This design comes from an exercise in tuning for small area on the open sky130 flow, not from production work.
Function was checked by simulation only, so behaviour that the tests miss may differ from the original.
Power and IR drop assume default switching activity. The flow treats the clock pin as an ideal source, which a real chip does not have.

==> design/flow/design.v <==
module risc_trace_top (
  input  logic        clk,
  input  logic        rst,
  input  logic        start,
  input  logic [31:0] pc_i,
  input  logic [31:0] instr_i,
  input  logic [31:0] wdata_i,
  input  logic        rd_en,
  output logic        core_rst,
  output logic        running,
  output logic        done,
  output logic        halt_det,
  output logic        timeout,
  output logic        overflow,
  output logic [31:0] cycle_cnt,
  output logic [4:0]  count,
  output logic        rd_valid,
  output logic [31:0] rd_pc,
  output logic [31:0] rd_instr,
  output logic [31:0] rd_wdata
);
  risc_trace_ctrl #(
    .DATA_W     (32),
    .ADDR_W     (32),
    .DEPTH      (16),
    .RST_CYCLES (2),
    .MAX_CYCLES (1000),
    .STALL_LIMIT(4)
  ) u_ctrl (
    .clk      (clk),
    .rst      (rst),
    .start    (start),
    .pc_i     (pc_i),
    .instr_i  (instr_i),
    .wdata_i  (wdata_i),
    .rd_en    (rd_en),
    .core_rst (core_rst),
    .running  (running),
    .done     (done),
    .halt_det (halt_det),
    .timeout  (timeout),
    .overflow (overflow),
    .cycle_cnt(cycle_cnt),
    .count    (count),
    .rd_valid (rd_valid),
    .rd_pc    (rd_pc),
    .rd_instr (rd_instr),
    .rd_wdata (rd_wdata)
  );
endmodule

module risc_trace_ctrl #(
  parameter int DATA_W      = 32,
  parameter int ADDR_W      = 32,
  parameter int DEPTH       = 16,
  parameter int RST_CYCLES  = 1,
  parameter int MAX_CYCLES  = 10,
  parameter int STALL_LIMIT = 4
) (
  input  logic                     clk,
  input  logic                     rst,
  input  logic                     start,
  input  logic [ADDR_W-1:0]        pc_i,
  input  logic [DATA_W-1:0]        instr_i,
  input  logic [DATA_W-1:0]        wdata_i,
  input  logic                     rd_en,
  output logic                     core_rst,
  output logic                     running,
  output logic                     done,
  output logic                     halt_det,
  output logic                     timeout,
  output logic                     overflow,
  output logic [31:0]              cycle_cnt,
  output logic [$clog2(DEPTH):0]   count,
  output logic                     rd_valid,
  output logic [ADDR_W-1:0]        rd_pc,
  output logic [DATA_W-1:0]        rd_instr,
  output logic [DATA_W-1:0]        rd_wdata
);
  localparam int PTR_W = $clog2(DEPTH);
  localparam int CNT_W = PTR_W + 1;
  localparam int ENT_W = ADDR_W + 2 * DATA_W;
  localparam int CYC_W = $clog2(MAX_CYCLES + 1);
  localparam int STL_W = (STALL_LIMIT > 2) ? $clog2(STALL_LIMIT) : 1;
  localparam int RST_W = (RST_CYCLES > 2) ? $clog2(RST_CYCLES) : 1;
  logic              in_reset;
  logic [RST_W-1:0]  rst_cnt;
  logic [CYC_W-1:0]  cyc;
  logic [STL_W-1:0]  stall_cnt;
  logic [DEPTH-1:0]  rd_sel;
  logic [DEPTH-1:0][ENT_W-1:0] ring;
  logic [ENT_W-1:0]  newest;
  logic              full;
  logic              go;
  logic              pop_ok;
  logic              same_pc;
  logic              hit_halt;
  logic              hit_budget;
  logic              adv;
  assign full       = count[PTR_W];
  assign go         = start && !in_reset && !running;
  assign pop_ok     = done && rd_en && (count != '0) && !start;
  assign same_pc    = (count != '0) && (pc_i == newest[ENT_W-1 -: ADDR_W]);
  assign hit_halt   = same_pc && (stall_cnt == STL_W'(STALL_LIMIT - 1));
  assign hit_budget = (cyc == CYC_W'(MAX_CYCLES - 1));
  assign adv        = running ? !full : (done && !pop_ok);
  assign newest    = ring[0];
  assign core_rst  = !running;
  assign cycle_cnt = 32'(cyc);
  always_ff @(posedge clk) begin
    ring[0] <= running ? {pc_i, instr_i, wdata_i} : ring[DEPTH-1];
    for (int i = 1; i < DEPTH; i++) ring[i] <= ring[i-1];
  end
  always_ff @(posedge clk) begin
    if (go)       rd_sel <= DEPTH'(1);
    else if (adv) rd_sel <= {rd_sel[DEPTH-2:0], rd_sel[DEPTH-1]};
  end
  logic [ENT_W-1:0] rd_ent;
  always_comb begin
    rd_ent = '0;
    for (int i = 0; i < DEPTH; i++)
      rd_ent = rd_ent | (ring[i] & {ENT_W{rd_sel[i]}});
  end
  assign {rd_pc, rd_instr, rd_wdata} = rd_ent;
  always_ff @(posedge clk or negedge rst) begin
    if (!rst) begin
      in_reset  <= 1'b0;
      rst_cnt   <= '0;
      running   <= 1'b0;
      done      <= 1'b0;
      count     <= '0;
      stall_cnt <= '0;
      cyc       <= '0;
      halt_det  <= 1'b0;
      timeout   <= 1'b0;
      overflow  <= 1'b0;
      rd_valid  <= 1'b0;
    end else begin
      rd_valid <= pop_ok;
      if (go) begin
        in_reset  <= 1'b1;
        done      <= 1'b0;
        rst_cnt   <= '0;
        count     <= '0;
        stall_cnt <= '0;
        cyc       <= '0;
        halt_det  <= 1'b0;
        timeout   <= 1'b0;
        overflow  <= 1'b0;
      end else if (pop_ok) begin
        count <= count - 1'b1;
      end
      if (in_reset) begin
        if (rst_cnt == RST_W'(RST_CYCLES - 1)) begin
          in_reset <= 1'b0;
          running  <= 1'b1;
        end else begin
          rst_cnt <= rst_cnt + 1'b1;
        end
      end
      if (running) begin
        cyc       <= cyc + 1'b1;
        stall_cnt <= same_pc ? stall_cnt + 1'b1 : '0;
        if (full) overflow <= 1'b1;
        else      count    <= count + 1'b1;
        if (hit_halt)   halt_det <= 1'b1;
        if (hit_budget) timeout  <= 1'b1;
        if (hit_halt || hit_budget) begin
          running <= 1'b0;
          done    <= 1'b1;
        end
      end
    end
  end
endmodule
==> design/flow/run.sh <==
#!/bin/bash
# synth_recipe.tcl (not shown) runs the flow's synth.tcl, then flattens the netlist and writes it again
# the make line also repeats each setting of config.mk as NAME=value (left out here)
make -C /OpenROAD-flow-scripts/flow DESIGN_CONFIG=/design/flow/config.mk WORK_HOME=/design/flow/orfs CLKGATE_MAP_FILE= SYNTH_SCRIPT=/design/flow/synth_recipe.tcl finish
==> design/flow/config.mk <==
export PLATFORM = sky130hd
export DESIGN_NAME = risc_trace_top
export DESIGN_NICKNAME = risc_trace_top
export VERILOG_FILES = /design/flow/design.v
export SDC_FILE = /design/flow/constraint.sdc
export NUM_CORES = 4
export LEC_CHECK = 0
export CAP_MARGIN = 20
export CORE_MARGIN = 2
export CORE_UTILIZATION = 40
export SLEW_MARGIN = 20
==> design/flow/constraint.sdc <==
create_clock -name core_clock -period 5.0 [get_ports {clk}]
set_input_delay 1.0000 -clock core_clock [delete_from_list [all_inputs] [get_ports {clk}]]
set_output_delay 1.0000 -clock core_clock [all_outputs]
set_load 0.01 [all_outputs]
==> impl_metrics.csv, run 1 <==
group,metric,value,unit
timing,hold_violations,0,
floorplan,initial_utilization,40.2,%
floorplan,fp.dieW,329,um
finish,drive_gt1_share,12.4,%
finish,layout_common_cells,"dfxtp_1 (1536), a22o_1 (386), a221oi_1 (384)",
worst_setup_path,cp-end-kind,"output pin",
worst_setup_path,path_max_fanout,43,
detailed_routing,ant_nets,0,
detailed_routing,wirelength,113000,um
min_path,hold_path_depth,0,
clock_tree,cts_sinks,1577,
clock_tree,path_clk_slew,60,ps
placed_design,dpl_cell_area,45900,sq um
timing,setup_viol,0,
worst_setup_path,critPathArrivalTime,3170,ps
clock_tree,clk_latency,740,ps
floorplan,die_height,329,um
placed_design,hpwl,62600,um
worst_setup_path,crit_slowest_cell,"dfxtp_4",
finish,final_common_cell,"dfxtp_1",
timing,fin_skew,20.3,ps
detailed_routing,drt-pass1-iter-count,7,
grt,grt_pass1_vias,26100,
clock_tree,cts_max_level,4,
yosys,synth_top_area_share,73.6,%
finish,syn2layout_area_growth,20.7,%
worst_setup_path,r2r-end,"u_ctrl.cyc[9]",
detailed_routing,vias,25400,
timing,slew-limit-headroom,28.8,%
clock_tree,cts_tree,"yes",
grt,antenna_found_initial,5,
timing,drv_slew,0,
detailed_routing,post_drt_wl_per_cell,24.2,um
placed_design,gp_congestion,0.763,
floorplan,coreArea,105000,sq um
clock_tree,cts_resized,0,
grt,grt_pass1_wl,167000,um
clock_tree,root_buffer,"clkbuf_16",
yosys,synth_top_area_cell,"dfxtp_1",
yosys,avgSynthCellArea,14.4,sq um
worst_setup_path,cp.required,4000,ps
timing,layout_min_cycle_time,4170,ps
placed_design,portBuffers,217,
worst_setup_path,cpPeakStageDelay,910,ps
worst_setup_path,reg2reg_slack,2260,ps
floorplan,ios,240,
yosys,synth_area_leaders,"dfxtp_1 (74%), a22o_1 (8.0%), a221oi_1 (8.0%), mux2_2 (2.6%), nand4_1 (1.5%)",
power_and_ir_drop,cellPowerDensity,496,nW/um^2
clock_tree,cts_setup_buffers,0,
worst_setup_path,worstSetupPathType,"flip-flop to output pin",
yosys,ys_ff_latch,1577,
power_and_ir_drop,ir_drop,0.000250,V
timing,fin_crit_sh,83.4,%
worst_setup_path,reg2reg_from,"u_ctrl.running",
detailed_routing,drtIter0Drc,1791,
worst_setup_path,critPathLaunchType,"flip-flop",
timing,max_freq,0.240,GHz
min_path,min_to,"u_ctrl.ring[949]",
timing,grt_setup_unrepaired,"no",
timing,setup_tns,0,ps
worst_setup_path,reg2regPathDepth,5,
finish,fin_nets,3257,
floorplan,dieArea,108000,sq um
power_and_ir_drop,p_leak,0.0200,uW
outcome,status,"complete, no violations",
detailed_routing,vias_per_cell,5.44,
min_path,hold_path.class,"flip-flop to flip-flop",
clock_tree,ctsHoldBuffers,0,
grt,track_usage,20.5,%
power_and_ir_drop,finalPower,25300,uW
yosys,synth_area,42200,sq um
grt,grt_max_degree,58,
yosys,synthCells,2923,
clock_tree,cts_made_buffers,152,
flow_run,cap_violations,0,
finish,final_area,50900,sq um
floorplan,rows,119,
detailed_routing,drcViolationCount,0,
worst_setup_path,path_cells,"buf_4 > a22o_1 > a221oi_1 > nand4_1 > clkdlybuf4s50_1",
yosys,yosysUniqueCellTypes,39,
timing,worst_slew_pin_slew,1070,ps
grt,overflow,0,
clock_tree,clockBufferDepth,3,
min_path,hp-start,"u_ctrl.ring[853]",
yosys,ys_seq_area_share,75.1,%
yosys,synth-warning-count,1,
## per-stage QoR
| step | setup WS, ps | std cells | util [%] | hold slack, ps |
|---|---|---|---|---|
| 2_1_floorplan | 2650 | 2944 | - | 331 |
| 3_3_place_gp | 1310 | 4390 | 43.7 | 332 |
| 3_5_place_dp | 1420 | 4390 | 43.7 | 337 |
| 4_1_cts | 745 | 4661 | 48.5 | 337 |
| 5_1_grt | 707 | 4663 | 48.5 | 342 |
| 6_report | 832 | 4663 | 48.5 | 333 |
## cell usage after synthesis, drive strengths merged
library cell	count
mux2i	21
ha	4
nor4b	2
nand2b	1
a221oi	384
o31ai	5
nor3	3
dfrtp	25
xor2	17
a41oi	1
and4	1
a211oi	2
clkbuf	158
conb	1
mux2	96
nor2	28
and3	1
nand3	9
o21ai	9
dfxtp	1552
o31a	1
a22o	386
clkinv	1
inv	6
nand2	20
o41ai	1
buf	56
nand3b	1
nor4	4
a21oi	5
or4	1
nand4	103
xnor2	18
## worst max-delay path: cells and delay by family, from the launching register on
| kind | cells | cell delay [ps] |
|---|---|---|
| AND/OR/NAND/NOR | 1 | 220 |
| flip-flops | 1 | 910 |
| buffers and inverters | 2 | 1040 |
| AO/OA/AOI/OAI | 2 | 260 |
## worst max path at each step
| stage | start | to | depth (start not counted) |
|---|---|---|---|
| final | u_ctrl.rd_sel[4] | rd_pc[2] | 5 |
| after global routing | u_ctrl.rd_sel[4] | rd_pc[2] | 5 |
| after CTS | u_ctrl.rd_sel[11] | rd_wdata[29] | 5 |
| after detailed placement | pc_i[27] | u_ctrl.running | 6 |
| after global placement | pc_i[27] | u_ctrl.running | 6 |
| after floorplan | u_ctrl.rd_sel[6] | rd_instr[12] | 5 |
## power by group
part | switching, uW | total [uW] | internal, uW
clock | 4780 | 11500 | 6710
combinational | 69.7 | 187 | 118
sequential | 358 | 13600 | 13200
total | 5210 | 25300 | 20100
## area by class of cell
class / instances / area, sq um
diodes: 2 / 5.00
clock buffers: 226 / 4570
clock inverters: 45 / 505
fillers: 9027 / 54000
inverters: 7 / 26.3
multi-input cells: 1146 / 9620
flip-flops and latches: 1577 / 31800
well taps: 1391 / 1740
repair buffers: 269 / 2730
## per-layer routing
metal / part of all wire (%) / up-vias / GRT usage (%)
met5: 0.037 / - / 0
met2: 46 / 763 / 32.6
li1: - / 11600 / -
met3: 5.3 / 169 / 3.81
met4: 2.1 / 6 / 6.55
met1: 46 / 12800 / 28.2
## kinds of logic after synthesis
family	share of synthesized area, %
flops	75.1
compound gates	16.4
buf+inv	2.31
simple gates	2.32
mux	3.06
xor+xnor	0.726
fa+ha+maj	0.119
other cells	0.00888
## flip-flops by register name, summed over array words and instances (netlist names), 2 cells and up
register and flops:
u_ctrl.cyc 10, u_ctrl.stall_cnt 2, u_ctrl.count 5, u_ctrl.ring 1536, u_ctrl.rd_sel 16
==> run 2, diff against run 1 <==
--- a/design/flow/config.mk
+++ b/design/flow/config.mk
@@ -7,5 +7,7 @@
 export LEC_CHECK = 0
 export CAP_MARGIN = 20
 export CORE_MARGIN = 2
-export CORE_UTILIZATION = 40
+export CORE_UTILIZATION = 60
+export CTS_BUF_LIST = sky130_fd_sc_hd__clkbuf_4 sky130_fd_sc_hd__clkbuf_8
+export CTS_CLUSTER_SIZE = 30
 export SLEW_MARGIN = 20
==> impl_metrics.csv, run 2 <==
group,metric,value,unit
outcome,status,"complete, no violations",
yosys,synth_top_area_cell,"dfxtp_1",
timing,setup_tns,0,ps
finish,drive_gt1_share,16.6,%
detailed_routing,drcViolationCount,0,
clock_tree,cts_max_level,4,
grt,grt_pass1_vias,27400,
timing,slew-limit-headroom,30.2,%
timing,layout_min_cycle_time,4300,ps
timing,max_freq,0.232,GHz
yosys,synth_compound_gate_area_share,16.4,%
floorplan,fp.dieW,269,um
grt,grtUsageMet1,39.1,%
power_and_ir_drop,clock_power_share,43.3,%
floorplan,ios,240,
power_and_ir_drop,power_switching,5080,uW
timing,fin_skew,28.9,ps
worst_setup_path,cp.required,4000,ps
worst_setup_path,crit_path_start,"u_ctrl.rd_sel[15]",
clock_tree,ctsHoldBuffers,0,
floorplan,initial_utilization,60.5,%
yosys,synthAdderAreaFrac,0.119,%
worst_setup_path,worstSetupPathType,"flip-flop to output pin",
timing,hold_violations,0,
yosys,synthCells,2923,
clock_tree,cts_made_buffers,221,
timing,setup_viol,0,
worst_setup_path,path_cells,"buf_4 > a22o_1 > a221oi_1 > nand4_1 > clkdlybuf4s50_1",
power_and_ir_drop,p_leak,0.0201,uW
min_path,hp-start,"u_ctrl.ring[871]",
placed_design,portBuffers,217,
yosys,synth_top_area_share,73.6,%
yosys,synthSimpleGateAreaFrac,2.32,%
worst_setup_path,critPathArrivalTime,3300,ps
floorplan,coreArea,69800,sq um
clock_tree,path_clk_slew,70,ps
timing,worst_slew_pin_slew,1050,ps
grt,track_usage,29.5,%
yosys,synth_area_leaders,"dfxtp_1 (74%), a22o_1 (8.0%), a221oi_1 (8.0%), mux2_2 (2.6%), nand4_1 (1.5%)",
worst_setup_path,reg2reg_slack,2250,ps
floorplan,rows,97,
power_and_ir_drop,cellPowerDensity,484,nW/um^2
grt,busiest_layer,"met2",
clock_tree,clk_latency,850,ps
worst_setup_path,worstSetupEndpoint,"rd_instr[23]",
worst_setup_path,crit_slowest_cell,"dfxtp_4",
worst_setup_path,reg2reg_from,"u_ctrl.running",
clock_tree,root_buffer,"clkbuf_8",
detailed_routing,ant_nets,0,
yosys,synth_xor_area_share,0.726,%
worst_setup_path,cpPeakStageDelay,950,ps
grt,grt_util_met3,5.78,%
grt,antenna_found_initial,6,
finish,instances_no_fill,4339,
worst_setup_path,path_max_fanout,45,
yosys,yosysMostFrequentCell,"dfxtp_1",
detailed_routing,drtIter0Drc,1748,
yosys,async_flop_share,1.59,%
power_and_ir_drop,pwr-share-comb,0.7,%
min_path,hold_path.class,"flip-flop to flip-flop",
grt,grt_pass1_wl,165000,um
finish,fin_nets,3324,
power_and_ir_drop,p_sw_share,20.9,%
yosys,ys_ff_latch,1577,
grt,use_met2,47.8,%
worst_setup_path,cp-end-kind,"output pin",
finish,syn2layout_area_growth,18.9,%
finish,reg.largest.list,"u_ctrl.ring (1536), u_ctrl.rd_sel (16), u_ctrl.cyc (10)",
timing,fin_crit_sh,86.0,%
placed_design,hpwl,60000,um
power_and_ir_drop,p_int,19200,uW
timing,grt_setup_unrepaired,"no",
grt,overflow,0,
detailed_routing,wirelength,109000,um
yosys,yosysUniqueCellTypes,39,
floorplan,dieArea,72500,sq um
floorplan,die_height,269,um
finish,regMostFlops,"u_ctrl.ring",
detailed_routing,vias,26000,
finish,largest_reg_flops,1536,
worst_setup_path,r2r-end,"u_ctrl.ring[54]",
detailed_routing,vias_per_cell,6.00,
yosys,synth-warning-count,1,
flow_run,cap_violations,0,
yosys,avgSynthCellArea,14.4,sq um
yosys,synth_ff_type,"dfxtp_1",
clock_tree,cts_tree,"yes",
detailed_routing,post_drt_wl_per_cell,25.1,um
yosys,synth_top_family_by_area,"compound AO/OA/AOI/OAI gates",
yosys,synth-edff-count,0,
finish,final_common_cell,"dfxtp_1",
timing,drv_slew,0,
finish,layout_common_cells,"dfxtp_1 (1536), a22o_1 (386), a221oi_1 (384)",
placed_design,gp_congestion,0.810,
placed_design,place_inst,3937,
worst_setup_path,reg2regPathDepth,3,
yosys,ys_seq_area_share,75.1,%
clock_tree,cts_setup_buffers,0,
clock_tree,clockBufferDepth,3,
yosys,synth.area.mux_share,3.06,%
clock_tree,cts_resized,0,
power_and_ir_drop,ir_drop,0.000328,V
yosys,synth_area,42200,sq um
clock_tree,cts_sinks,1577,
worst_setup_path,critPathLaunchType,"flip-flop",
power_and_ir_drop,p_seq_share,56.0,%
grt,grt_max_degree,56,
detailed_routing,drt-pass1-iter-count,5,
yosys,synth_common_cells,"dfxtp_1 (1552), a22o_1 (386), a221oi_1 (384), clkbuf_1 (158), nand4_1 (103)",
## run 2: cell types whose count changed in the layout (fill, tap and decap cells not counted), moves of 3 or more
cell,before,now
clkbuf_8,34,291
clkbuf_16,159,0
clkbuf_4,0,80
clkbuf_1,33,0
bufinv_16,7,1
clkinv_4,5,0
inv_6,5,1
buf_4,39,36
clkinv_2,17,14
inv_4,3,0
## run 2: metal layers
layer	part of all wire, %	vias up
met5	0.031	-
met4	2.7	6
met3	5.9	204
met2	47	948
met1	44	13100
li1	-	11700
## run 2: worst min-delay path by stage
| stage | end | cells past startpoint | slack (ps) |
|---|---|---|---|
| after floorplan | u_ctrl.ring[100] | 0 | 330 |
| after global placement | u_ctrl.ring[301] | 0 | 330 |
| final | u_ctrl.ring[967] | 0 | 340 |
| after global routing | u_ctrl.ring[1393] | 0 | 340 |
| after CTS | u_ctrl.ring[1045] | 0 | 320 |
| after detailed placement | u_ctrl.ring[203] | 0 | 340 |
## run 2: power by group through the flow
stage	sequential (uW)	combinational, uW	clock, uW
global placement	13800	180	0
detailed placement	13800	180	0
floorplan	13700	81.2	0
CTS	13600	182	10600
global route	13700	192	11200
finish	13600	180	10500
## run 2: critical path, delay by kind of cell (launching register included)
kind                   cells  cell delay (ps)
buffers and inverters      2             1060
AO/OA/AOI/OAI              2              260
AND/OR/NAND/NOR            1              200
flip-flops                 1              950
## run 2: cell type report
cell class	instances	area [sq um]
Timing Repair Buffer	267	2720
Sequential cell	1577	31800
Inverter	7	26.3
Multi-Input combinational cell	1146	9620
Fill cell	4702	19600
Antenna cell	4	10.0
Clock inverter	27	260
Tap cell	940	1180
Clock buffer	371	4610
## run 2: through the flow
stage	cell area (sq um)	utilization, %	setup slack [ps]	hold slack [ps]	power [uW]
after detailed placement	45300	64.9	1560	335	14000
after global routing	50200	71.9	613	340	25100
after floorplan	42300	-	2650	331	13800
final	50200	71.9	699	336	24300
after global placement	45300	64.9	1570	332	14000
after CTS	50200	71.9	691	323	24400
## run 2: logic make-up (layout without fill, tap and decap cells)
kind of cell | after synthesis | after routing
xor gates and xnor gates | 35 | 35
other | 1 | 26
adders and majority gates | 4 | 4
AOI/OAI and AO/OA | 794 | 794
DFF | 1577 | 1577
muxes | 117 | 117
buffers and inverters | 221 | 672
and+or+nand+nor | 174 | 174
==> run 3, diff against run 2 <==
==> design/flow/flow/run.sh (new file) <==
#!/bin/bash
set -euo pipefail
bash standard.sh \
  "BUFFER_PORTS_ARGS=-buffer_cell sky130_fd_sc_hd__buf_1" \
  "CTS_ARGS=-sink_clustering_enable -repair_clock_nets -dont_use_dummy_load -buf_list sky130_fd_sc_hd__clkbuf_8" \
  "RECOVER_POWER=100" \
  finish > make_finish.log 2>&1
==> design/flow/standard.sh (new file) <==
#!/bin/bash
# synth_recipe.tcl (not shown) runs the flow's synth.tcl, then flattens the netlist and writes it again
# the make line also repeats each setting of config.mk as NAME=value (left out here)
make -C /OpenROAD-flow-scripts/flow DESIGN_CONFIG=/design/flow/config.mk WORK_HOME=/design/flow/orfs CLKGATE_MAP_FILE= SYNTH_SCRIPT=/design/flow/synth_recipe.tcl "${@:-finish}"
--- a/design/flow/config.mk
+++ b/design/flow/config.mk
@@ -7,7 +7,5 @@
 export LEC_CHECK = 0
 export CAP_MARGIN = 20
 export CORE_MARGIN = 2
-export CORE_UTILIZATION = 60
-export CTS_BUF_LIST = sky130_fd_sc_hd__clkbuf_4 sky130_fd_sc_hd__clkbuf_8
-export CTS_CLUSTER_SIZE = 30
+export CORE_UTILIZATION = 40
 export SLEW_MARGIN = 20
removed: design/flow/run.sh
==> impl_metrics.csv, run 3 <==
group,metric,value,unit
worst_setup_path,reg2regPathDepth,7,
clock_tree,ctsHoldBuffers,0,
floorplan,die_height,329,um
power_and_ir_drop,p_leak,0.0185,uW
worst_setup_path,critPathLaunchType,"flip-flop",
worst_setup_path,reg2reg_from,"u_ctrl.count[0]",
min_path,hold_path_depth,0,
placed_design,dpl_cell_area,44400,sq um
finish,multiInputGateArea,9590,sq um
grt,antenna_found_initial,8,
timing,fin_skew,89.5,ps
timing,layout_min_cycle_time,4420,ps
min_path,hp-start,"u_ctrl.ring[479]",
yosys,synth_area_leaders,"dfxtp_1 (74%), a22o_1 (8.0%), a221oi_1 (8.0%), mux2_2 (2.6%), nand4_1 (1.5%)",
detailed_routing,drtIter0Drc,1588,
timing,hold_ws,270,ps
outcome,so_faults,"max-capacitance violations, max-slew violations",
yosys,synth_top_area_cell,"dfxtp_1",
yosys,synthCells,2923,
clock_tree,cts_sinks,1577,
floorplan,ios,240,
timing,setup_viol,0,
clock_tree,cts_made_buffers,229,
floorplan,dieArea,108000,sq um
yosys,synth_common_cells,"dfxtp_1 (1552), a22o_1 (386), a221oi_1 (384), clkbuf_1 (158), nand4_1 (103)",
clock_tree,cts_max_level,4,
yosys,synth_top_area_share,73.6,%
finish,final_util,45.3,%
detailed_routing,ant_nets,0,
floorplan,fp.dieW,329,um
timing,drv_slew,141,
clock_tree,root_buffer,"clkbuf_8",
detailed_routing,drt-pass1-iter-count,8,
detailed_routing,vias,25300,
timing,hold_violations,0,
grt,grt_pass1_wl,166000,um
placed_design,dp_slack,1690,ps
placed_design,gp_congestion,0.783,
clock_tree,cts_setup_buffers,0,
timing,worst_slack,576,ps
yosys,ys_seq_area_share,75.1,%
detailed_routing,drcViolationCount,0,
worst_setup_path,crit_path_start,"u_ctrl.rd_sel[15]",
worst_setup_path,cpPeakStageDelay,1440,ps
power_and_ir_drop,cellPowerDensity,461,nW/um^2
finish,regArea,31800,sq um
yosys,synth_area,42200,sq um
finish,fin_nets,3323,
yosys,synth_ff_type,"dfxtp_1",
detailed_routing,wirelength,111000,um
flow_run,cap_violations,4,
grt,grt_pass1_vias,26400,
timing,fin_crit_sh,88.5,%
timing,slew-limit-headroom,-93.5,%
finish,fill_cells,9413,
floorplan,coreArea,105000,sq um
floorplan,initial_utilization,40.2,%
grt,overflow,0,
placed_design,portBuffers,217,
yosys,yosysMostFrequentCell,"dfxtp_1",
power_and_ir_drop,ir_drop,0.000251,V
worst_setup_path,cp.required,4000,ps
grt,grt_max_degree,55,
worst_setup_path,crit_slowest_cell,"dfxtp_2",
timing,max_freq,0.226,GHz
yosys,synth-warning-count,1,
min_path,hold_path.class,"flip-flop to flip-flop",
finish,largest_reg_flops,1536,
yosys,avgSynthCellArea,14.4,sq um
finish,final_area,47500,sq um
clock_tree,cts_tree,"yes",
timing,worst_slew_pin_slew,2900,ps
finish,layout_common_cells,"dfxtp_1 (1536), a22o_1 (386), a221oi_1 (384)",
clock_tree,clk_latency,860,ps
timing,setup_tns,0,ps
worst_setup_path,critPathArrivalTime,3420,ps
worst_setup_path,path_max_fanout,46,
grt,track_usage,20.2,%
finish,reg.largest.list,"u_ctrl.ring (1536), u_ctrl.rd_sel (16), u_ctrl.cyc (10)",
yosys,synth-edff-count,0,
worst_setup_path,worstSetupPathType,"flip-flop to output pin",
floorplan,rows,119,
clock_tree,path_clk_slew,60,ps
clock_tree,cts_resized,0,
finish,syn2layout_area_growth,12.6,%
worst_setup_path,path_cells,"buf_4 > a22o_1 > a221oi_1 > nand4_1 > buf_1",
detailed_routing,post_drt_wl_per_cell,24.0,um
clock_tree,clockBufferDepth,3,
outcome,status,"failed layout checks",
worst_setup_path,cp-end-kind,"output pin",
timing,grt_setup_unrepaired,"no",
finish,regMostFlops,"u_ctrl.ring",
placed_design,hpwl,61300,um
finish,final_common_cell,"dfxtp_1",
yosys,yosysUniqueCellTypes,39,
yosys,ys_ff_latch,1577,
detailed_routing,vias_per_cell,5.48,
finish,drive_gt1_share,11.8,%
yosys,async_flop_share,1.59,%
## run 3: final cells by class
| type | count | area share, % |
|---|---|---|
| Sequential cell | 1577 | 66.8 |
| Multi-Input combinational cell | 1146 | 20.2 |
| Clock buffer | 229 | 6.63 |
| Tap cell | 1391 | 3.66 |
| Timing Repair Buffer | 258 | 2.62 |
| Inverter | 7 | 0.0553 |
| Antenna cell | 3 | 0.0158 |
## run 3: final timing paths
| path | endpoint | slack (ps) |
|---|---|---|
| max | rd_instr[2] | 580 |
| min | u_ctrl.ring[575] | 270 |
| max reg2reg | u_ctrl.rd_sel[1] | 1230 |
| min reg2reg | u_ctrl.ring[575] | 270 |
| max in group asynchronous | u_ctrl.running | 3470 |
| min in group asynchronous | u_ctrl.stall_cnt[1] | 530 |
## run 3: metrics by stage
stage	cells	total power, uW
6_report	4611	21900
5_1_grt	4611	22700
4_1_cts	4608	22100
3_5_place_dp	4379	14000
3_3_place_gp	4379	14000
2_1_floorplan	2944	13800
## run 3: kinds of logic after synthesis
logic type                 synth area share, %
AOI/OAI and AO/OA                         16.4
adders and majority gates                0.119
muxes                                     3.06
buffers and inverters                     2.31
and+or+nand+nor                           2.32
other                                  0.00888
DFF                                       75.1
xor gates and xnor gates                 0.726
## run 3: worst max-delay path, delay by kind of cell (launching register included)
family,cells,cell delay [ps]
AO/OA/AOI/OAI,2,260
buffers and inverters,2,670
flip-flops,1,1440
AND/OR/NAND/NOR,1,230
## run 3: power breakdown
group | internal, uW | switching, uW | total, uW
sequential | 13200 | 355 | 13600
combinational | 66.5 | 69.5 | 136
clock | 4010 | 4170 | 8180
## run 3: per-layer routing
metal	global-route usage (%)	up-vias	share of wire (%)
met2	31.8	871	46
met1	27.7	12600	46
met3	4.28	187	6.0
met5	0	-	0.053
met4	6.80	8	2.1
li1	-	11600	-
==> run 4, diff against run 3 <==
==> design/flow/flow/run.sh (replaced) <==
#!/bin/bash
set -euo pipefail
bash standard.sh \
  "BUFFER_PORTS_ARGS=-buffer_cell sky130_fd_sc_hd__buf_1" \
  "CTS_ARGS=-sink_clustering_enable -repair_clock_nets -dont_use_dummy_load -sink_clustering_size 25 -sink_clustering_max_diameter 150" \
  finish > make_finish.log 2>&1
==> impl_metrics.csv, run 4 <==
group,metric,value,unit
floorplan,fp.dieW,329,um
finish,largest_reg_flops,1536,
yosys,synth_top_area_share,73.6,%
timing,worst_slack,1020,ps
timing,grt_setup_unrepaired,"no",
timing,setup_tns,0,ps
floorplan,die_height,329,um
placed_design,place_inst,4379,
timing,drv_slew,0,
clock_tree,clk_latency,660,ps
floorplan,dieArea,108000,sq um
finish,reg.largest.list,"u_ctrl.ring (1536), u_ctrl.rd_sel (16), u_ctrl.cyc (10)",
yosys,ys_seq_area_share,75.1,%
grt,overflow,0,
clock_tree,clockBufferDepth,3,
outcome,status,"complete, no violations",
placed_design,hpwl,61300,um
yosys,yosysMostFrequentCell,"dfxtp_1",
flow_run,cap_violations,0,
min_path,hold_path.class,"flip-flop to flip-flop",
floorplan,rows,119,
worst_setup_path,critPathLaunchType,"flip-flop",
detailed_routing,vias,24600,
power_and_ir_drop,p_leak,0.0178,uW
clock_tree,cts_setup_buffers,0,
finish,syn2layout_area_growth,9.53,%
clock_tree,cts_resized,0,
detailed_routing,ant_nets,0,
floorplan,ios,240,
timing,slew-limit-headroom,27.8,%
detailed_routing,drcViolationCount,0,
yosys,synth_top_area_cell,"dfxtp_1",
yosys,synth_area,42200,sq um
timing,setup_viol,0,
finish,regMostFlops,"u_ctrl.ring",
power_and_ir_drop,cellPowerDensity,433,nW/um^2
worst_setup_path,worstSetupPathType,"flip-flop to output pin",
yosys,synth_area_leaders,"dfxtp_1 (74%), a22o_1 (8.0%), a221oi_1 (8.0%), mux2_2 (2.6%), nand4_1 (1.5%)",
placed_design,gp_congestion,0.783,
worst_setup_path,cp-end-kind,"output pin",
timing,layout_min_cycle_time,3980,ps
clock_tree,root_buffer,"clkbuf_16",
grt,antenna_found_initial,7,
finish,fin_nets,3167,
timing,hold_violations,0,
clock_tree,cts_tree,"yes",
grt,track_usage,19.7,%
detailed_routing,post_drt_wl_per_cell,24.4,um
yosys,async_flop_share,1.59,%
detailed_routing,vias_per_cell,5.53,
grt,grt_pass1_wl,161000,um
floorplan,initial_utilization,40.2,%
yosys,yosysUniqueCellTypes,39,
timing,fin_skew,45.0,ps
yosys,synth_common_cells,"dfxtp_1 (1552), a22o_1 (386), a221oi_1 (384), clkbuf_1 (158), nand4_1 (103)",
worst_setup_path,cp.required,4000,ps
placed_design,dp_slack,1690,ps
finish,layout_common_cells,"dfxtp_1 (1536), a22o_1 (386), a221oi_1 (384)",
detailed_routing,wirelength,108000,um
yosys,synth-warning-count,1,
worst_setup_path,path_max_fanout,54,
grt,grt_max_degree,55,
yosys,ys_ff_latch,1577,
finish,drive_gt1_share,7.51,%
worst_setup_path,reg2reg_slack,2500,ps
finish,final_util,44.0,%
yosys,synthCells,2923,
power_and_ir_drop,ir_drop,0.000242,V
timing,fin_crit_sh,79.7,%
detailed_routing,drt-pass1-iter-count,5,
finish,final_common_cell,"dfxtp_1",
yosys,synth_ff_type,"dfxtp_1",
worst_setup_path,critPathArrivalTime,2980,ps
timing,worst_slew_pin_slew,1080,ps
timing,max_freq,0.251,GHz
yosys,synth-edff-count,0,
clock_tree,cts_made_buffers,73,
clock_tree,cts_max_level,3,
grt,grt_pass1_vias,25000,
placed_design,portBuffers,217,
clock_tree,cts_sinks,1577,
detailed_routing,drtIter0Drc,1737,
yosys,avgSynthCellArea,14.4,sq um
clock_tree,ctsHoldBuffers,0,
clock_tree,path_clk_slew,90,ps
finish,instances_no_fill,4453,
floorplan,coreArea,105000,sq um
-- run 4: cell types whose count changed in the layout (fill, tap and decap cells not counted), moves of 2 or more --
| cell | before | now |
|---|---|---|
| clkbuf_1 | 7 | 0 |
| buf_1 | 212 | 217 |
| clkbuf_8 | 229 | 0 |
| buf_4 | 24 | 30 |
| clkbuf_16 | 0 | 73 |
| clkbuf_2 | 4 | 0 |
| diode_2 | 3 | 1 |
-- run 4: final timing paths --
| path | from | to | cells after the start |
|---|---|---|---|
| max | u_ctrl.rd_sel[12] | rd_instr[22] | 5 |
| min | u_ctrl.ring[306] | u_ctrl.ring[402] | 0 |
| max reg2reg | u_ctrl.ring[66] | u_ctrl.running | 5 |
| min reg2reg | u_ctrl.ring[306] | u_ctrl.ring[402] | 0 |
| max in group asynchronous | rst | u_ctrl.running | 2 |
| min in group asynchronous | rst | u_ctrl.count[4] | 2 |
-- run 4: area by class of cell --
cell class                 instances  area, sq um
timing repair buffer             258         1260
clock buffer                      73         1830
tap                             1391         1740
sequential                      1577        31800
inverter                           7         26.3
antenna                            1         2.50
fill                            9460        58700
multi-input combinational       1146         9620
-- run 4: through the flow --
step                      hold slack (ps)  power, uW  instance area, sq um
final                                 301      20000                 46200
after global placement                332      14000                 44400
after CTS                             290      20200                 46200
after global routing                  301      20700                 46200
after detailed placement              337      14000                 44400
after floorplan                       331      13800                 42300
-- run 4: report_power, final --
part | total [uW] | internal [uW] | switching [uW]
Clock | 6310 | 2630 | 3680
Sequential | 13600 | 13200 | 355
Combinational | 137 | 66.9 | 70.4
Total | 20000 | 15900 | 4110
-- run 4: worst max-delay path, stage by stage (launching register included) --
cell and delay [ps]:
dfxtp_4 1080, buf_4 560, a22o_1 200, a221oi_1 50, nand4_1 190, buf_1 250
-- run 4: metal layers --
layer  global-route usage (%)  up-vias  part of all wire, %
met5                        0        -                0.085
met4                     5.80       12                  2.4
met3                     3.30      141                  5.6
met2                     31.2      723                   46
met1                     27.6    12500                   46
li1                         -    11300                    -
-- run 4: kinds of logic (layout without fill, tap and decap cells) --
family                     Yosys count  count (layout)  synth area share [%]
AOI/OAI and AO/OA                  794             794                  16.4
xor gates and xnor gates            35              35                 0.726
adders and majority gates            4               4                 0.119
buffers and inverters              221             338                  2.31
DFF                               1577            1577                  75.1
muxes                              117             117                  3.06
other                                1              23               0.00888
and+or+nand+nor                    174             174                  2.32
==> run 5, diff against run 4 <==
==> design/flow/flow/run.sh (replaced) <==
#!/bin/bash
set -euo pipefail
bash standard.sh \
  "BUFFER_PORTS_ARGS=-buffer_cell sky130_fd_sc_hd__buf_1" \
  "CTS_ARGS=-sink_clustering_enable -repair_clock_nets -dont_use_dummy_load -sink_clustering_size 30 -sink_clustering_max_diameter 80" \
  finish > make_finish.log 2>&1
==> impl_metrics.csv, run 5 <==
group,metric,value,unit
outcome,status,"complete, no violations",
grt,grt_max_degree,55,
timing,setup_viol,0,
yosys,synth_xor_area_share,0.726,%
finish,fill_cells,9491,
timing,fin_skew,70.6,ps
detailed_routing,vias,24600,
finish,final_common_cell,"dfxtp_1",
placed_design,place_inst,4379,
worst_setup_path,r2r-end,"u_ctrl.count[2]",
yosys,synth_top_area_cell,"dfxtp_1",
worst_setup_path,path_buf_inv,2,
power_and_ir_drop,cellPowerDensity,429,nW/um^2
floorplan,coreArea,105000,sq um
clock_tree,cts_sinks,1577,
detailed_routing,wirelength,108000,um
worst_setup_path,worstSetupEndpoint,"rd_pc[13]",
worst_setup_path,reg2regPathDepth,5,
detailed_routing,ant_nets,0,
worst_setup_path,crit_path_start,"u_ctrl.rd_sel[10]",
grt,antenna_found_initial,5,
floorplan,ios,240,
finish,drive_gt1_share,7.30,%
yosys,ys_seq_area_share,75.1,%
finish,syn2layout_area_growth,9.11,%
worst_setup_path,cp.required,4000,ps
grt,grt_pass1_wl,162000,um
floorplan,rows,119,
clock_tree,clk_latency,660,ps
worst_setup_path,worstSetupPathType,"flip-flop to output pin",
clock_tree,root_buffer,"clkbuf_16",
finish,instances_no_fill,4445,
timing,setup_tns,0,ps
worst_setup_path,crit_slowest_cell,"dfxtp_4",
yosys,avgSynthCellArea,14.4,sq um
worst_setup_path,reg2reg_slack,2540,ps
finish,largest_reg_flops,1536,
finish,antenna_cells,0,
worst_setup_path,critPathLaunchType,"flip-flop",
yosys,synth.area.mux_share,3.06,%
floorplan,die_height,329,um
timing,drv_slew,0,
placed_design,gp_congestion,0.783,
detailed_routing,drcViolationCount,0,
worst_setup_path,cp-end-kind,"output pin",
detailed_routing,vias_per_cell,5.53,
finish,reg.largest.list,"u_ctrl.ring (1536), u_ctrl.rd_sel (16), u_ctrl.cyc (10)",
finish,layout_common_cells,"dfxtp_1 (1536), a22o_1 (386), a221oi_1 (384)",
yosys,synth_compound_gate_area_share,16.4,%
grt,overflow,0,
clock_tree,cts_max_level,3,
finish,final_util,43.9,%
detailed_routing,drt-pass1-iter-count,5,
finish,regMostFlops,"u_ctrl.ring",
worst_setup_path,crit_cells,5,
floorplan,initial_utilization,40.2,%
yosys,synth-edff-count,0,
flow_run,cap_violations,0,
floorplan,dieArea,108000,sq um
yosys,synth-warning-count,1,
yosys,synthSimpleGateAreaFrac,2.32,%
grt,track_usage,19.7,%
yosys,synthAdderAreaFrac,0.119,%
floorplan,fp.dieW,329,um
timing,max_freq,0.251,GHz
yosys,synth_area,42200,sq um
clock_tree,cts_tree,"yes",
placed_design,portBuffers,217,
clock_tree,clockBufferDepth,3,
timing,layout_min_cycle_time,3990,ps
yosys,synthCells,2923,
yosys,synth_common_cells,"dfxtp_1 (1552), a22o_1 (386), a221oi_1 (384), clkbuf_1 (158), nand4_1 (103)",
power_and_ir_drop,ir_drop,0.000257,V
yosys,synth_ff_type,"dfxtp_1",
detailed_routing,drtIter0Drc,1564,
clock_tree,path_clk_slew,110,ps
worst_setup_path,cp_top_family,"flip-flops",
power_and_ir_drop,p_leak,0.0177,uW
yosys,synth_top_family_by_area,"compound AO/OA/AOI/OAI gates",
yosys,synth_top_area_share,73.6,%
yosys,ys_ff_latch,1577,
clock_tree,cts_resized,0,
timing,fin_crit_sh,79.7,%
worst_setup_path,cpPeakStageDelay,980,ps
worst_setup_path,path_cells,"buf_4 > a22o_1 > a221oi_1 > nand4_1 > buf_1",
yosys,synth_area_leaders,"dfxtp_1 (74%), a22o_1 (8.0%), a221oi_1 (8.0%), mux2_2 (2.6%), nand4_1 (1.5%)",
worst_setup_path,critPathArrivalTime,2990,ps
worst_setup_path,path_max_fanout,49,
clock_tree,cts_made_buffers,66,
timing,hold_violations,0,
timing,slew-limit-headroom,26.9,%
finish,fin_nets,3160,
timing,hold_ws,295,ps
timing,grt_setup_unrepaired,"no",
yosys,async_flop_share,1.59,%
clock_tree,ctsHoldBuffers,0,
grt,grt_pass1_vias,24800,
timing,worst_slew_pin_slew,1100,ps
worst_setup_path,reg2reg_from,"u_ctrl.running",
yosys,yosysMostFrequentCell,"dfxtp_1",
clock_tree,cts_setup_buffers,0,
yosys,yosysUniqueCellTypes,39,
placed_design,hpwl,61300,um
min_path,hold_path.class,"flip-flop to flip-flop",
detailed_routing,post_drt_wl_per_cell,24.4,um
==> run 5: worst min path at each step <==
stage,depth (start not counted),endpoint,from
floorplan,0,u_ctrl.ring[100],u_ctrl.ring[4]
global placement,0,u_ctrl.ring[1138],u_ctrl.ring[1042]
detailed placement,0,u_ctrl.ring[1226],u_ctrl.ring[1130]
CTS,2,u_ctrl.cyc[7],rst
global route,0,u_ctrl.ring[217],u_ctrl.ring[121]
finish,0,u_ctrl.ring[1254],u_ctrl.ring[1158]
==> run 5: per-stage QoR <==
step	area [sq um]	worst slack [ps]	total power [uW]
4_1_cts	46100	942	19900
2_1_floorplan	42300	2650	13800
3_3_place_gp	44400	1700	14000
6_report	46100	1010	19800
3_5_place_dp	44400	1690	14000
5_1_grt	46100	908	20400
==> run 5: area by class of cell <==
| cell class | count | area, sq um | share of cell area [%] |
|---|---|---|---|
| Timing Repair Buffer | 258 | 1260 | 2.74 |
| Inverter | 7 | 26.3 | 0.0571 |
| Clock buffer | 66 | 1650 | 3.59 |
| Sequential cell | 1577 | 31800 | 69.0 |
| Tap cell | 1391 | 1740 | 3.78 |
| Multi-Input combinational cell | 1146 | 9620 | 20.9 |
==> run 5: cells by family (layout without fill, tap and decap cells) <==
kind of cell / count (synthesis) / count (layout)
compound gates: 794 / 794
xor+xnor: 35 / 35
fa+ha+maj: 4 / 4
buf+inv: 221 / 331
flops: 1577 / 1577
mux: 117 / 117
other cells: 1 / 22
simple gates: 174 / 174
==> run 5: report_power, final <==
group          internal [uW]  switching (uW)
Combinational           66.9            69.2
Sequential             13200             356
Clock                   2390            3650
Total                  15700            4080
==> run 5: per-layer routing <==
layer / wire length [um] / vias to the layer above / part of all wire [%] / GRT usage, %
met5: 68 / - / 0.063 / 0
met4: 1790 / 10 / 1.6 / 4.66
met3: 5890 / 116 / 5.4 / 3.03
met2: 49600 / 696 / 46 / 31.4
met1: 51100 / 12500 / 47 / 28.0
li1: - / 11200 / - / -
==> run 6, diff against run 5 <==
==> design/flow/flow/run.sh (replaced) <==
#!/bin/bash
# Standard layout with three changes: port buffers are the smallest buffer,
# CTS inserts no dummy loads, and (optionally) power recovery downsizes
# non-critical cells after global routing.
set -euo pipefail
bash standard.sh \
  "BUFFER_PORTS_ARGS=-buffer_cell sky130_fd_sc_hd__buf_1" \
  "CTS_ARGS=-sink_clustering_enable -repair_clock_nets -dont_use_dummy_load" \
  finish > make_finish.log 2>&1
==> impl_metrics.csv, run 6 <==
group,metric,value,unit
timing,grt_setup_unrepaired,"no",
finish,regMostFlops,"u_ctrl.ring",
yosys,synth_ff_type,"dfxtp_1",
clock_tree,clk_latency,760,ps
timing,setup_viol,0,
worst_setup_path,critPathArrivalTime,3000,ps
detailed_routing,vias_per_cell,5.54,
yosys,synth-edff-count,0,
clock_tree,cts_setup_buffers,0,
yosys,yosysUniqueCellTypes,39,
clock_tree,cts_made_buffers,151,
yosys,ys_ff_latch,1577,
detailed_routing,wirelength,110000,um
clock_tree,cts_tree,"yes",
timing,hold_ws,254,ps
grt,grt_pass1_vias,25800,
finish,layout_common_cells,"dfxtp_1 (1536), a22o_1 (386), a221oi_1 (384)",
worst_setup_path,critPathLaunchType,"flip-flop",
floorplan,fp.dieW,329,um
timing,fin_crit_sh,80.0,%
floorplan,ios,240,
floorplan,die_height,329,um
finish,drive_gt1_share,9.81,%
yosys,synth_area_leaders,"dfxtp_1 (74%), a22o_1 (8.0%), a221oi_1 (8.0%), mux2_2 (2.6%), nand4_1 (1.5%)",
timing,drv_slew,0,
timing,slew-limit-headroom,27.8,%
yosys,avgSynthCellArea,14.4,sq um
timing,setup_tns,0,ps
worst_setup_path,worstSetupPathType,"flip-flop to output pin",
yosys,synth_top_area_cell,"dfxtp_1",
grt,track_usage,20.1,%
timing,max_freq,0.250,GHz
detailed_routing,drcViolationCount,0,
clock_tree,cts_sinks,1577,
outcome,status,"complete, no violations",
placed_design,gp_congestion,0.783,
finish,largest_reg_flops,1536,
power_and_ir_drop,p_int,18600,uW
worst_setup_path,path_max_fanout,54,
floorplan,dieArea,108000,sq um
power_and_ir_drop,p_seq_share,58.4,%
clock_tree,path_clk_slew,60,ps
yosys,synthCells,2923,
yosys,synth_area,42200,sq um
timing,layout_min_cycle_time,4000,ps
yosys,synth-warning-count,1,
finish,final_common_cell,"dfxtp_1",
clock_tree,cts_resized,0,
timing,hold_violations,0,
clock_tree,ctsHoldBuffers,0,
grt,grt_pass1_wl,165000,um
power_and_ir_drop,p_leak,0.0188,uW
finish,fill_cells,9307,
grt,overflow,0,
floorplan,rows,119,
power_and_ir_drop,ir_drop,0.000314,V
yosys,synth_top_area_share,73.6,%
worst_setup_path,cp-end-kind,"output pin",
detailed_routing,drt-pass1-iter-count,7,
detailed_routing,ant_nets,0,
finish,fin_nets,3245,
power_and_ir_drop,power_switching,4680,uW
floorplan,initial_utilization,40.2,%
power_and_ir_drop,pwr-share-comb,0.6,%
power_and_ir_drop,clock_power_share,41.0,%
detailed_routing,vias,25100,
yosys,async_flop_share,1.59,%
power_and_ir_drop,cellPowerDensity,483,nW/um^2
placed_design,dp_slack,1690,ps
placed_design,hpwl,61300,um
timing,worst_slew_pin_slew,1080,ps
flow_run,cap_violations,0,
clock_tree,clockBufferDepth,3,
yosys,yosysMostFrequentCell,"dfxtp_1",
detailed_routing,drtIter0Drc,1693,
detailed_routing,post_drt_wl_per_cell,24.4,um
worst_setup_path,cp.required,4000,ps
yosys,synth_common_cells,"dfxtp_1 (1552), a22o_1 (386), a221oi_1 (384), clkbuf_1 (158), nand4_1 (103)",
placed_design,place_inst,4379,
power_and_ir_drop,finalPower,23300,uW
timing,worst_slack,999,ps
grt,grt_max_degree,55,
clock_tree,root_buffer,"clkbuf_16",
clock_tree,cts_max_level,4,
finish,syn2layout_area_growth,14.2,%
floorplan,coreArea,105000,sq um
min_path,hold_path.class,"input port to asynchronous set/reset pin",
timing,fin_skew,79.5,ps
finish,reg.largest.list,"u_ctrl.ring (1536), u_ctrl.rd_sel (16), u_ctrl.cyc (10)",
power_and_ir_drop,p_sw_share,20.1,%
placed_design,portBuffers,217,
yosys,ys_seq_area_share,75.1,%
finish,instances_no_fill,4532,
grt,antenna_found_initial,7,
-- run 6: changes by cell type in the layout (fill, tap and decap cells not counted) --
| cell | delta |
|---|---|
| diode_2 | +2 |
| clkbuf_16 | +85 |
-- run 6: layout make-up --
type | count | area, sq um | share of cell area, %
flip-flops and latches | 1577 | 31800 | 65.9
well taps | 1391 | 1740 | 3.61
multi-input cells | 1146 | 9620 | 20.0
inverters | 7 | 26.3 | 0.0545
diodes | 2 | 5.00 | 0.0104
clock buffers | 151 | 3780 | 7.84
repair buffers | 258 | 1260 | 2.61
-- run 6: per-layer routing --
| layer | vias up | wire [um] | part of all wire (%) | track usage [%] |
|---|---|---|---|---|
| met4 | 10 | 2590 | 2.3 | 6.27 |
| li1 | 11400 | - | - | - |
| met3 | 196 | 6840 | 6.2 | 4.13 |
| met5 | - | 71 | 0.064 | 0 |
| met2 | 801 | 50400 | 46 | 31.9 |
| met1 | 12700 | 50600 | 46 | 27.6 |
-- run 6: logic make-up (layout without fill, tap and decap cells) --
group | Yosys count | after routing | synth area share [%]
compound gates | 794 | 794 | 16.4
xor+xnor | 35 | 35 | 0.726
fa+ha+maj | 4 | 4 | 0.119
buf+inv | 221 | 416 | 2.31
flops | 1577 | 1577 | 75.1
mux | 117 | 117 | 3.06
other cells | 1 | 24 | 0.00888
simple gates | 174 | 174 | 2.32
-- run 6: power groups by stage --
stage,Clock (uW),Combinational [uW],Sequential (uW)
5_1_grt,10200,148,13700
6_report,9540,137,13600
4_1_cts,9700,139,13600
3_3_place_gp,0,137,13800
3_5_place_dp,0,138,13800
2_1_floorplan,0,81.2,13700
-- run 6: final timing paths --
path | end | start | cells past startpoint | slack [ps]
max | rd_instr[21] | u_ctrl.rd_sel[12] | 5 | 1000
min | u_ctrl.count[3] | rst | 2 | 250
max reg2reg | u_ctrl.running | u_ctrl.ring[66] | 5 | 2460
min reg2reg | u_ctrl.ring[1261] | u_ctrl.ring[1165] | 0 | 280
max in group asynchronous | u_ctrl.running | rst | 2 | 4470
min in group core_clock | u_ctrl.ring[1261] | u_ctrl.ring[1165] | 0 | 280
-- run 6: worst max-delay path: stages (launching register included) --
cell and delay (ps):
dfxtp_4 1060, buf_4 550, a22o_1 200, a221oi_1 50, nand4_1 250, buf_1 190
-- run 6: per-stage QoR --
stage,area [sq um],utilization (%)
floorplan,42300,-
global placement,44400,42.3
detailed placement,44400,42.3
CTS,48200,45.9
global route,48200,45.9
finish,48200,45.9
==> run 7, diff against run 6 <==
==> design/flow/flow/run.sh (replaced) <==
#!/bin/bash
set -euo pipefail
bash standard.sh \
  "BUFFER_PORTS_ARGS=-buffer_cell sky130_fd_sc_hd__buf_1" \
  "CTS_ARGS=-sink_clustering_enable -repair_clock_nets -dont_use_dummy_load -sink_clustering_size 35 -sink_clustering_max_diameter 80" \
  finish > make_finish.log 2>&1
--- a/design/flow/config.mk
+++ b/design/flow/config.mk
@@ -7,5 +7,5 @@
 export LEC_CHECK = 0
 export CAP_MARGIN = 20
 export CORE_MARGIN = 2
-export CORE_UTILIZATION = 40
+export CORE_UTILIZATION = 65
 export SLEW_MARGIN = 20
==> impl_metrics.csv, run 7 <==
group,metric,value,unit
floorplan,initial_utilization,65.6,%
power_and_ir_drop,ir_drop,0.000403,V
worst_setup_path,critPathArrivalTime,2900,ps
grt,grt_pass1_wl,156000,um
clock_tree,cts_tree,"yes",
finish,largest_reg_flops,1536,
finish,instances_no_fill,3898,
clock_tree,ctsHoldBuffers,0,
power_and_ir_drop,pwr-share-comb,0.7,%
power_and_ir_drop,p_int,15200,uW
worst_setup_path,cp.required,4000,ps
timing,fin_skew,31.8,ps
yosys,ys_seq_area_share,75.1,%
finish,regMostFlops,"u_ctrl.ring",
finish,final_common_cell,"dfxtp_1",
floorplan,rows,93,
yosys,yosysMostFrequentCell,"dfxtp_1",
timing,grt_setup_unrepaired,"no",
clock_tree,clockBufferDepth,3,
detailed_routing,vias_per_cell,6.45,
timing,drv_slew,0,
timing,max_freq,0.256,GHz
placed_design,gp_congestion,0.829,
power_and_ir_drop,p_seq_share,71.4,%
finish,drive_gt1_share,6.81,%
worst_setup_path,reg2reg_from,"u_ctrl.running",
yosys,synth_common_cells,"dfxtp_1 (1552), a22o_1 (386), a221oi_1 (384), clkbuf_1 (158), nand4_1 (103)",
timing,layout_min_cycle_time,3900,ps
clock_tree,root_buffer,"clkbuf_16",
floorplan,coreArea,64300,sq um
finish,layout_common_cells,"dfxtp_1 (1536), a22o_1 (386), a221oi_1 (384)",
timing,hold_violations,0,
worst_setup_path,cp-end-kind,"output pin",
yosys,avgSynthCellArea,14.4,sq um
finish,reg.largest.list,"u_ctrl.ring (1536), u_ctrl.rd_sel (16), u_ctrl.cyc (10)",
finish,fin_nets,3144,
clock_tree,cts_sinks,1577,
grt,grt_max_degree,64,
outcome,status,"complete, no violations",
clock_tree,clk_latency,650,ps
flow_run,cap_violations,0,
yosys,synth_ff_type,"dfxtp_1",
yosys,synth-warning-count,1,
timing,fin_crit_sh,78.0,%
placed_design,dpl_cell_area,43700,sq um
clock_tree,path_clk_slew,120,ps
placed_design,portBuffers,217,
yosys,synth-edff-count,0,
floorplan,ios,240,
grt,track_usage,30.2,%
timing,setup_viol,0,
detailed_routing,vias,25100,
yosys,synth_top_area_cell,"dfxtp_1",
timing,slew-limit-headroom,24.4,%
yosys,synth_area_leaders,"dfxtp_1 (74%), a22o_1 (8.0%), a221oi_1 (8.0%), mux2_2 (2.6%), nand4_1 (1.5%)",
timing,worst_slack,1100,ps
clock_tree,cts_setup_buffers,0,
finish,final_area,45000,sq um
power_and_ir_drop,cellPowerDensity,423,nW/um^2
timing,worst_slew_pin_slew,1130,ps
detailed_routing,wirelength,103000,um
power_and_ir_drop,clock_power_share,28.0,%
timing,hold_ws,315,ps
grt,antenna_found_initial,8,
worst_setup_path,worstSetupPathType,"flip-flop to output pin",
floorplan,fp.dieW,259,um
power_and_ir_drop,power_switching,3870,uW
grt,grt_pass1_vias,25900,
placed_design,hpwl,58900,um
worst_setup_path,critPathLaunchType,"flip-flop",
yosys,synthCells,2923,
floorplan,dieArea,67000,sq um
placed_design,place_inst,3841,
clock_tree,cts_made_buffers,52,
yosys,async_flop_share,1.59,%
power_and_ir_drop,p_leak,0.0175,uW
timing,setup_tns,0,ps
worst_setup_path,crit_path_start,"u_ctrl.rd_sel[11]",
finish,syn2layout_area_growth,6.65,%
detailed_routing,drtIter0Drc,2035,
yosys,yosysUniqueCellTypes,39,
detailed_routing,drcViolationCount,0,
placed_design,dp_slack,1830,ps
yosys,ys_ff_latch,1577,
yosys,synth_top_area_share,73.6,%
worst_setup_path,path_max_fanout,63,
floorplan,die_height,259,um
clock_tree,cts_resized,0,
grt,overflow,0,
detailed_routing,drt-pass1-iter-count,5,
clock_tree,cts_max_level,2,
min_path,hold_path.class,"input port to asynchronous set/reset pin",
detailed_routing,ant_nets,0,
yosys,synth_area,42200,sq um
detailed_routing,post_drt_wl_per_cell,26.5,um
power_and_ir_drop,p_sw_share,20.3,%
run 7: per-layer routing:
metal | global-route usage [%] | share of wire (%) | vias to the layer above
met4 | 9.09 | 2.5 | 6
li1 | - | - | 11200
met1 | 41.3 | 43 | 12900
met2 | 50.5 | 48 | 899
met3 | 3.79 | 6.1 | 162
met5 | 0 | 0.040 | -
run 7: worst paths after layout:
check                           slack (ps)                to  cells after the start
min in group core_clock                330  u_ctrl.ring[594]                      0
max in group asynchronous             4420   u_ctrl.count[1]                      2
worst max-delay path                  1100      rd_instr[22]                      5
worst min register to register         330  u_ctrl.ring[594]                      0
worst max register to register        2640     u_ctrl.cyc[9]                      5
worst min-delay path                   320   u_ctrl.in_reset                      2
run 7: cell type report:
type                            instances  area, sq um
Sequential cell                      1577        31800
Fill cell                            4431        19300
Multi-Input combinational cell       1146         9620
Clock buffer                           52         1300
Timing Repair Buffer                  256         1230
Tap cell                              855         1070
Inverter                                7         26.3
Antenna cell                            5         12.5
run 7: stage by stage:
stage	total power (uW)	utilization, %
5_1_grt	19600	70.0
2_1_floorplan	13800	-
3_3_place_gp	13900	67.9
6_report	19000	70.0
3_5_place_dp	14000	67.9
4_1_cts	19100	69.9
run 7: cells by family (layout without fill, tap and decap cells):
group	after synthesis	after routing	synth area share, %
other	1	27	0.00888
multiplexers	117	117	3.06
buffers and inverters	221	315	2.31
adder cells (fa/ha/maj)	4	4	0.119
flip-flops	1577	1577	75.1
AND/OR/NAND/NOR	174	174	2.32
XOR/XNOR	35	35	0.726
AO/OA/AOI/OAI	794	794	16.4
run 7: worst max-delay path: stages (launching register included):
cell and delay [ps]:
dfxtp_4 1130, buf_4 460, a22o_1 180, a221oi_1 40, nand4_1 140, buf_1 270
run 7: power groups by stage:
stage / Sequential [uW] / Combinational, uW / Clock [uW]
after floorplan: 13700 / 81.2 / 0
after global placement: 13800 / 125 / 0
after detailed placement: 13900 / 127 / 0
after CTS: 13600 / 129 / 5390
after global routing: 13700 / 138 / 5790
final: 13600 / 128 / 5330
==> run 8, diff against run 7 <==
--- a/design/flow/design.v
+++ b/design/flow/design.v
@@ -87,7 +87,7 @@
   logic [RST_W-1:0]  rst_cnt;
   logic [CYC_W-1:0]  cyc;
   logic [STL_W-1:0]  stall_cnt;
-  logic [DEPTH-1:0]  rd_sel;
+  logic [PTR_W-1:0]  rd_ptr;
   logic [DEPTH-1:0][ENT_W-1:0] ring;
   logic [ENT_W-1:0]  newest;
   logic              full;
@@ -112,14 +112,14 @@
     for (int i = 1; i < DEPTH; i++) ring[i] <= ring[i-1];
   end
   always_ff @(posedge clk) begin
-    if (go)       rd_sel <= DEPTH'(1);
-    else if (adv) rd_sel <= {rd_sel[DEPTH-2:0], rd_sel[DEPTH-1]};
+    if (go)       rd_ptr <= '0;
+    else if (adv) rd_ptr <= rd_ptr + 1'b1;
   end
   logic [ENT_W-1:0] rd_ent;
   always_comb begin
     rd_ent = '0;
     for (int i = 0; i < DEPTH; i++)
-      rd_ent = rd_ent | (ring[i] & {ENT_W{rd_sel[i]}});
+      rd_ent = rd_ent | (ring[i] & {ENT_W{rd_ptr == PTR_W'(i)}});
   end
   assign {rd_pc, rd_instr, rd_wdata} = rd_ent;
   always_ff @(posedge clk or negedge rst) begin
==> design/flow/run.sh (new file) <==
#!/bin/bash
# synth_recipe.tcl (not shown) runs the flow's synth.tcl, then flattens the netlist and writes it again
# the make line also repeats each setting of config.mk as NAME=value (left out here)
make -C /OpenROAD-flow-scripts/flow DESIGN_CONFIG=/design/flow/config.mk WORK_HOME=/design/flow/orfs CLKGATE_MAP_FILE= SYNTH_SCRIPT=/design/flow/synth_recipe.tcl finish
--- a/design/flow/config.mk
+++ b/design/flow/config.mk
@@ -7,5 +7,5 @@
 export LEC_CHECK = 0
 export CAP_MARGIN = 20
 export CORE_MARGIN = 2
-export CORE_UTILIZATION = 65
+export CORE_UTILIZATION = 40
 export SLEW_MARGIN = 20
removed: design/flow/flow/run.sh
removed: design/flow/standard.sh
==> impl_metrics.csv, run 8 <==
group,metric,value,unit
outcome,status,"complete, no violations",
grt,use_met2,36.4,%
finish,regMostFlops,"u_ctrl.ring",
finish,fin_nets,3601,
worst_setup_path,crit_path_start,"u_ctrl.rd_ptr[1]",
placed_design,portBuffers,217,
flow_run,cap_violations,0,
yosys,async_flop_share,1.60,%
yosys,synth-warning-count,1,
placed_design,place_inst,4740,
power_and_ir_drop,cellPowerDensity,481,nW/um^2
yosys,synth-edff-count,0,
grt,grt_max_degree,50,
finish,final_common_cell,"dfxtp_1",
worst_setup_path,reg2reg_from,"u_ctrl.ring[68]",
finish,syn2layout_area_growth,20.5,%
worst_setup_path,cp.required,4000,ps
worst_setup_path,r2r-end,"u_ctrl.running",
power_and_ir_drop,ir_drop,0.000336,V
detailed_routing,drcViolationCount,0,
timing,drv_slew,0,
clock_tree,root_buffer,"clkbuf_16",
yosys,yosysUniqueCellTypes,64,
timing,setup_tns,0,ps
grt,busiest_layer,"met2",
worst_setup_path,worstSetupEndpoint,"rd_wdata[31]",
worst_setup_path,path_max_fanout,28,
clock_tree,clk_latency,750,ps
clock_tree,cts_tree,"yes",
detailed_routing,post_drt_wl_per_cell,26.0,um
finish,layout_common_cells,"dfxtp_1 (1537), a22oi_1 (293), clkdlybuf4s50_1 (217)",
yosys,synth_top_area_share,71.1,%
detailed_routing,drt-pass1-iter-count,6,
timing,worst_slew_pin_slew,976,ps
detailed_routing,vias,27800,
finish,reg.largest.list,"u_ctrl.ring (1536), u_ctrl.cyc (10), u_ctrl.count (5)",
grt,grt_util_met3,3.78,%
floorplan,fp.dieW,333,um
timing,fin_skew,21.8,ps
worst_setup_path,critPathLaunchType,"flip-flop",
grt,antenna_found_initial,3,
finish,drive_gt1_share,13.4,%
clock_tree,ctsHoldBuffers,0,
min_path,hold_path.class,"flip-flop to flip-flop",
yosys,synth_area,43300,sq um
grt,grtUsageMet1,31.9,%
yosys,synth_common_cells,"dfxtp_1 (1540), a22oi_1 (293), nand2_1 (150), mux2_2 (117), a222oi_1 (102)",
timing,hold_violations,0,
placed_design,gp_congestion,0.810,
yosys,ys_seq_area_share,72.6,%
placed_design,hpwl,79300,um
yosys,synth_area_leaders,"dfxtp_1 (71%), a22oi_1 (5.1%), mux2_2 (3.0%), a222oi_1 (2.4%), a22o_1 (2.0%)",
floorplan,coreArea,107000,sq um
finish,largest_reg_flops,1536,
yosys,avgSynthCellArea,13.4,sq um
clock_tree,path_clk_slew,60,ps
floorplan,initial_utilization,40.4,%
grt,overflow,0,
yosys,synth_ff_type,"dfxtp_1",
detailed_routing,wirelength,130000,um
timing,grt_setup_unrepaired,"no",
finish,antenna_cells,0,
grt,grt_pass1_vias,28100,
yosys,yosysMostFrequentCell,"dfxtp_1",
detailed_routing,vias_per_cell,5.54,
timing,fin_crit_sh,97.7,%
floorplan,rows,120,
detailed_routing,ant_nets,0,
yosys,ys_ff_latch,1565,
yosys,synthCells,3233,
grt,track_usage,22.9,%
detailed_routing,drtIter0Drc,2834,
floorplan,die_height,333,um
worst_setup_path,critPathArrivalTime,3880,ps
clock_tree,cts_made_buffers,149,
floorplan,ios,240,
clock_tree,clockBufferDepth,3,
power_and_ir_drop,p_leak,0.0203,uW
timing,slew-limit-headroom,35.0,%
floorplan,dieArea,111000,sq um
grt,grt_pass1_wl,190000,um
worst_setup_path,worstSetupPathType,"flip-flop to output pin",
timing,layout_min_cycle_time,4880,ps
yosys,synth_top_area_cell,"dfxtp_1",
finish,instances_no_fill,5011,
worst_setup_path,reg2regPathDepth,6,
worst_setup_path,cp-end-kind,"output pin",
timing,setup_viol,0,
timing,max_freq,0.205,GHz
clock_tree,cts_max_level,4,
clock_tree,cts_sinks,1565,
worst_setup_path,reg2reg_slack,2450,ps
==> run 8: power breakdown <==
group / total (uW) / switching [uW] / internal [uW]
Combinational: 469 / 213 / 256
Clock: 11200 / 4760 / 6410
Sequential: 13500 / 359 / 13100
Total: 25100 / 5340 / 19800
==> run 8: metrics by stage <==
stage | total power (uW) | instance area (sq um) | hold WS (ps) | worst slack (ps) | util, %
after detailed placement | 14200 | 47300 | 330 | 791 | 44.1
after global placement | 14200 | 47300 | 329 | 804 | 44.1
after global routing | 25900 | 52200 | 342 | 29.5 | 48.7
after CTS | 25300 | 52200 | 328 | 27.6 | 48.7
final | 25100 | 52200 | 334 | 117 | 48.7
after floorplan | 13800 | 43400 | 324 | 2140 | -
==> run 8: layout make-up <==
| cell class | count | area (sq um) |
|---|---|---|
| well taps | 1403 | 1760 |
| multi-input cells | 1452 | 11000 |
| inverters | 11 | 41.3 |
| fillers | 9389 | 55000 |
| clock buffers | 212 | 4280 |
| repair buffers | 314 | 3160 |
| clock inverters | 54 | 578 |
| flip-flops and latches | 1565 | 31500 |
==> run 8: worst min-delay path by stage <==
stage | start | end | slack [ps] | depth (start not counted)
3_3_place_gp | u_ctrl.ring[586] | u_ctrl.ring[682] | 330 | 0
3_5_place_dp | u_ctrl.ring[500] | u_ctrl.ring[596] | 330 | 0
2_1_floorplan | u_ctrl.ring[1358] | u_ctrl.ring[1454] | 320 | 0
6_report | u_ctrl.ring[715] | u_ctrl.ring[811] | 330 | 0
4_1_cts | u_ctrl.ring[319] | u_ctrl.ring[415] | 330 | 0
5_1_grt | u_ctrl.ring[1279] | u_ctrl.ring[1375] | 340 | 0
==> run 8: layer usage <==
metal | vias up | part of all wire [%] | wire length, um
met1 | 14000 | 46 | 59800
met4 | 0 | 2.5 | 3310
met2 | 1093 | 46 | 59400
met3 | 198 | 6.1 | 7970
li1 | 12500 | - | -
met5 | - | 0 | 0
==> run 8: timing repair <==
item	in CTS	in global routing
gates cloned	1	1
pin swaps	0	1
setup endpoints to repair	1	9
gates resized for setup	0	1
setup buffers	0	3
==> run 8: cell families after synthesis <==
kind of cell             after synthesis  synth area share (%)
AO/OA/AOI/OAI                        793                  14.2
XOR/XNOR                              38                 0.768
adder cells (fa/ha/maj)                8                 0.231
buffers and inverters                239                  2.74
flip-flops                          1565                  72.6
multiplexers                         193                  4.85
other                                  1               0.00865
AND/OR/NAND/NOR                      396                  4.63
==> run 8: worst max-delay path: stages (launching register included) <==
cell and delay, ps:
dfxtp_1 370, inv_1 190, ha_4 350, and3b_4 750, buf_4 390, a22oi_1 120, o21ai_0 80, a221oi_1 70
nand4_1 230, clkdlybuf4s50_1 580

==> what the ideal ports hide <==
No port has a modelled driver above. Below, the same layouts with a new extraction and two added sets of constraints. Step 1 (the two cells are an assumption about what drives the block):
set clk [get_ports {clk}]
set_driving_cell -lib_cell sky130_fd_sc_hd__clkbuf_16 $clk
set_driving_cell -lib_cell sky130_fd_sc_hd__buf_2 [delete_from_list [all_inputs] $clk]
Step 2 moves the port delays by t, midway between the first and last clock arrival at a register: inputs arrive t later, outputs are due t later. That takes back most of the time a late clock gives input paths. Three values: no drivers, after step 1, after step 2; two values: the first two.
run | t (ns) | setup WS [ns] | worst hold slack (ns) | latest minus earliest clock arrival (ns) | pins driven straight from the clock port
run 1 | 0.800 | 0.832 / 0.763 / 1.500 | 0.333 / 0.333 / 0.333 | 0.025 / 0.025 | 1
run 2 | 0.901 | 0.699 / 0.632 / 1.533 | 0.336 / 0.336 / 0.336 | 0.033 / 0.033 | 1
run 3 | 0.885 | 0.576 / 0.512 / 1.226 | 0.270 / 0.270 / 0.270 | 0.098 / 0.097 | 1
run 4 | 0.706 | 1.017 / 0.952 / 1.657 | 0.301 / 0.273 / 0.301 | 0.047 / 0.047 | 1
run 5 | 0.693 | 1.014 / 0.948 / 1.641 | 0.295 / 0.276 / 0.295 | 0.084 / 0.084 | 1
run 6 | 0.785 | 0.999 / 0.933 / 1.681 | 0.254 / 0.212 / 0.278 | 0.089 / 0.089 | 1
run 7 | 0.703 | 1.099 / 1.033 / 1.736 | 0.315 / 0.280 / 0.326 | 0.037 / 0.038 | 1
run 8 | 0.810 | 0.117 / 0.046 / 0.856 | 0.334 / 0.334 / 0.334 | 0.029 / 0.028 | 1
